Context: an optimization exercise on an open-source flow, tuned for small area, a short achievable clock period and few clock cycles per item. The choices shown serve that exercise and are no tape-out recipe.
In this exercise RTL edits were held to simulation tests only and were not proved equivalent to the original.

Setup of v8:
==> flow/design.v (excerpt) <==
module seq_mac_unit (
    input  logic        clk_i,
    input  logic        rst_i,
    input  logic        MUL_Start_STRB_i,
    input  logic [81:0] a_i,
    input  logic [81:0] b_i,
    input  logic [81:0] acc_i,
    output logic        MUL_Done_STRB_o,
    output logic [81:0] out_o,
    output logic        busy_o
);
    localparam int K = 14;
    localparam int NSTEP = 3;
    localparam int CNTW = $clog2(NSTEP + 1);
    logic [40:0]  A_q;
    logic [28:0] B_q;    
    logic [81:0]  P_q;
    logic [41:0] c_q;
    logic         rc_q;
    logic [K-1:0] RC_q;
    logic         busy_q, done_q, fin_q;
    logic [CNTW-1:0] cnt_q;
    logic [6:0] x1_q, x2_q, neg_q;
    logic [6:0] x1b_q, x2b_q, negb_q;
    logic [6:0] x1_n, x2_n, neg_n;    
    logic [K:0] nb;
    logic [41:0] ax;
    assign ax = {A_q[40], A_q};
    logic [41:0] pp0;
    logic [41:0] pp1;
    logic [41:0] pp2;
    logic [41:0] pp3;
    logic [41:0] pp4;
    logic [41:0] pp5;
    logic [41:0] pp6;
    assign nb = busy_q ? B_q[14:0] : {b_i[13:0], 1'b0};
    assign x1_n[0]  = nb[0] ^ nb[1];
    assign x2_n[0]  = (nb[2] & ~nb[1] & ~nb[0]) | (~nb[2] & nb[1] & nb[0]);
    assign neg_n[0] = nb[2];
    assign pp0[20:0]  = (({21{x1_q[0]}} & ax[20:0]) | ({21{x2_q[0]}} & {ax[19:0], 1'b0})) ^ {21{neg_q[0]}};
    assign pp0[41:21] = (({21{~x1b_q[0]}} & ax[41:21]) | ({21{~x2b_q[0]}} & ax[40:20])) ^ {21{~negb_q[0]}};
    assign x1_n[1]  = nb[2] ^ nb[3];
    assign x2_n[1]  = (nb[4] & ~nb[3] & ~nb[2]) | (~nb[4] & nb[3] & nb[2]);
    assign neg_n[1] = nb[4];
    assign pp1[20:0]  = (({21{x1_q[1]}} & ax[20:0]) | ({21{x2_q[1]}} & {ax[19:0], 1'b0})) ^ {21{neg_q[1]}};
    assign pp1[41:21] = (({21{~x1b_q[1]}} & ax[41:21]) | ({21{~x2b_q[1]}} & ax[40:20])) ^ {21{~negb_q[1]}};
  ...
export LEC_CHECK = 0
export CAP_MARGIN = 20
export CORE_MARGIN = 2
export CORE_UTILIZATION = 50
export SETUP_SLACK_MARGIN = 4.4
export SLEW_MARGIN = 20
export SYNTH_HIERARCHICAL = 1
create_clock -name core_clock -period 8.0 [get_ports {clk_i}]
standard.sh (not shown) runs the stock make flow with config.mk's settings and CLKGATE_MAP_FILE= SYNTH_SCRIPT=/design/flow/synth_recipe.tcl, a recipe that flattens the netlist after the stock synthesis.
==> flow/flow/run.sh <==
#!/bin/bash
# Own flow: the standard layout (standard.sh, unchanged synthesis and
# steps), with one change: the port buffers that ORFS inserts before global
# placement are plain sky130_fd_sc_hd__buf_1 cells instead of the default
# choice. Every input and output port still gets its own buffer.
# The full make output goes to standard.log; ORFS's per-step logs stay
# under orfs/logs/.
set -euo pipefail
bash standard.sh "BUFFER_PORTS_ARGS=-buffer_cell sky130_fd_sc_hd__buf_1" finish > standard.log 2>&1
Both conditions hold for v8: the flow ran to the end and the final layout passed the timing, design-rule and antenna checks.
Testbench counts of v8, summed over its fixed seeds: cycles 16,000, ops 3,200.
What v42 does differently from v8 at the input level:
Settings: swapping 50 for 65 in CORE_UTILIZATION; swapping 4.4 for 4.3 in SETUP_SLACK_MARGIN; putting PLACE_DENSITY at 0.75 where nothing was set.
Notes after the runs:
Count of clock-buffer cells in the layout was lower in the run labelled v42.
Sort v8 and v42 by total buffers and inverters traversed by the critical path asc -> top: v8
Summary — area growth from synthesis to layout, v42 relative to v8: lower, by 3.2 points.
What v39 does differently from v42 at the input level:
Settings: changing CORE_UTILIZATION from 65 to 50; removing PLACE_DENSITY (formerly 0.75); changing SETUP_SLACK_MARGIN from 4.3 to 4.2.
Notes after the runs:
Die area delta (v39 − v42): unfavourable
Looking at uppermost layer routed, the met5 result is from v42; the met4 one comes from v39.
Measured against v42, the count of inverters not on the clock network in the layout of v39 comes out at 0.911 times the reference value.
dfxtp_2 as the cell at the slowest stage of the critical path was reported by v39, and fa_1 by v42.
v39 vs. v42: via count shows a reduction of 820; relative slew slack shows a reduction of 0.85 points.
For v9, these inputs were changed with respect to v39:
Settings: CTS_BUF_LIST now sky130_fd_sc_hd__clkbuf_8, previously not set.
Findings:
Compared with v39, in v9 count of clock-buffer cells in the layout now sits higher, final critical path time including I/O delays and setup now sits higher.
The data required time at the worst endpoint of v9 exceeds that of v39 by 0.09 ns.
The count of vias placed by the detailed router was comparable across v39 and v9.
Design area for v9 is lower than for v39.
There was hardly any difference in worst hold slack between v9 and v39.
In the reports for v39 and v9, the smaller latest clock arrival within the worst-skew pair belongs to v39.
Lower synthesis-to-layout area growth was reported by v9, not v39.
v39 → v9: die area has remained practically unchanged; critical path data arrival time went up by 0.15 ns.

[re-timing with driven ports]
Ports are ideal in the flow. The routed layouts listed here were re-timed in OpenROAD. Step 1: set_driving_cell puts a clkbuf_16 on clk_i and a buf_2 on each other input, an assumption about the parent block. Step 2 also shifts input and output timing later by t, the mid clock arrival at the registers, as if the neighbouring blocks saw the same clock. Three values: no drivers, after step 1, after step 2; two values: the first two.
run | t, ns | slack for setup (ns) | latest minus earliest clock arrival (ns) | cell pins on the clock port's net
v8 | 0.605 | 4.377 / 4.377 / 4.377 | 0.032 / 0.032 | 1
v42 | 0.635 | 4.258 / 4.258 / 4.258 | 0.023 / 0.023 | 1
v39 | 0.603 | 4.262 / 4.262 / 4.262 | 0.029 / 0.029 | 1
v9 | 0.663 | 4.195 / 4.195 / 4.195 | 0.047 / 0.047 | 1
After both steps every run listed still meets setup and hold.
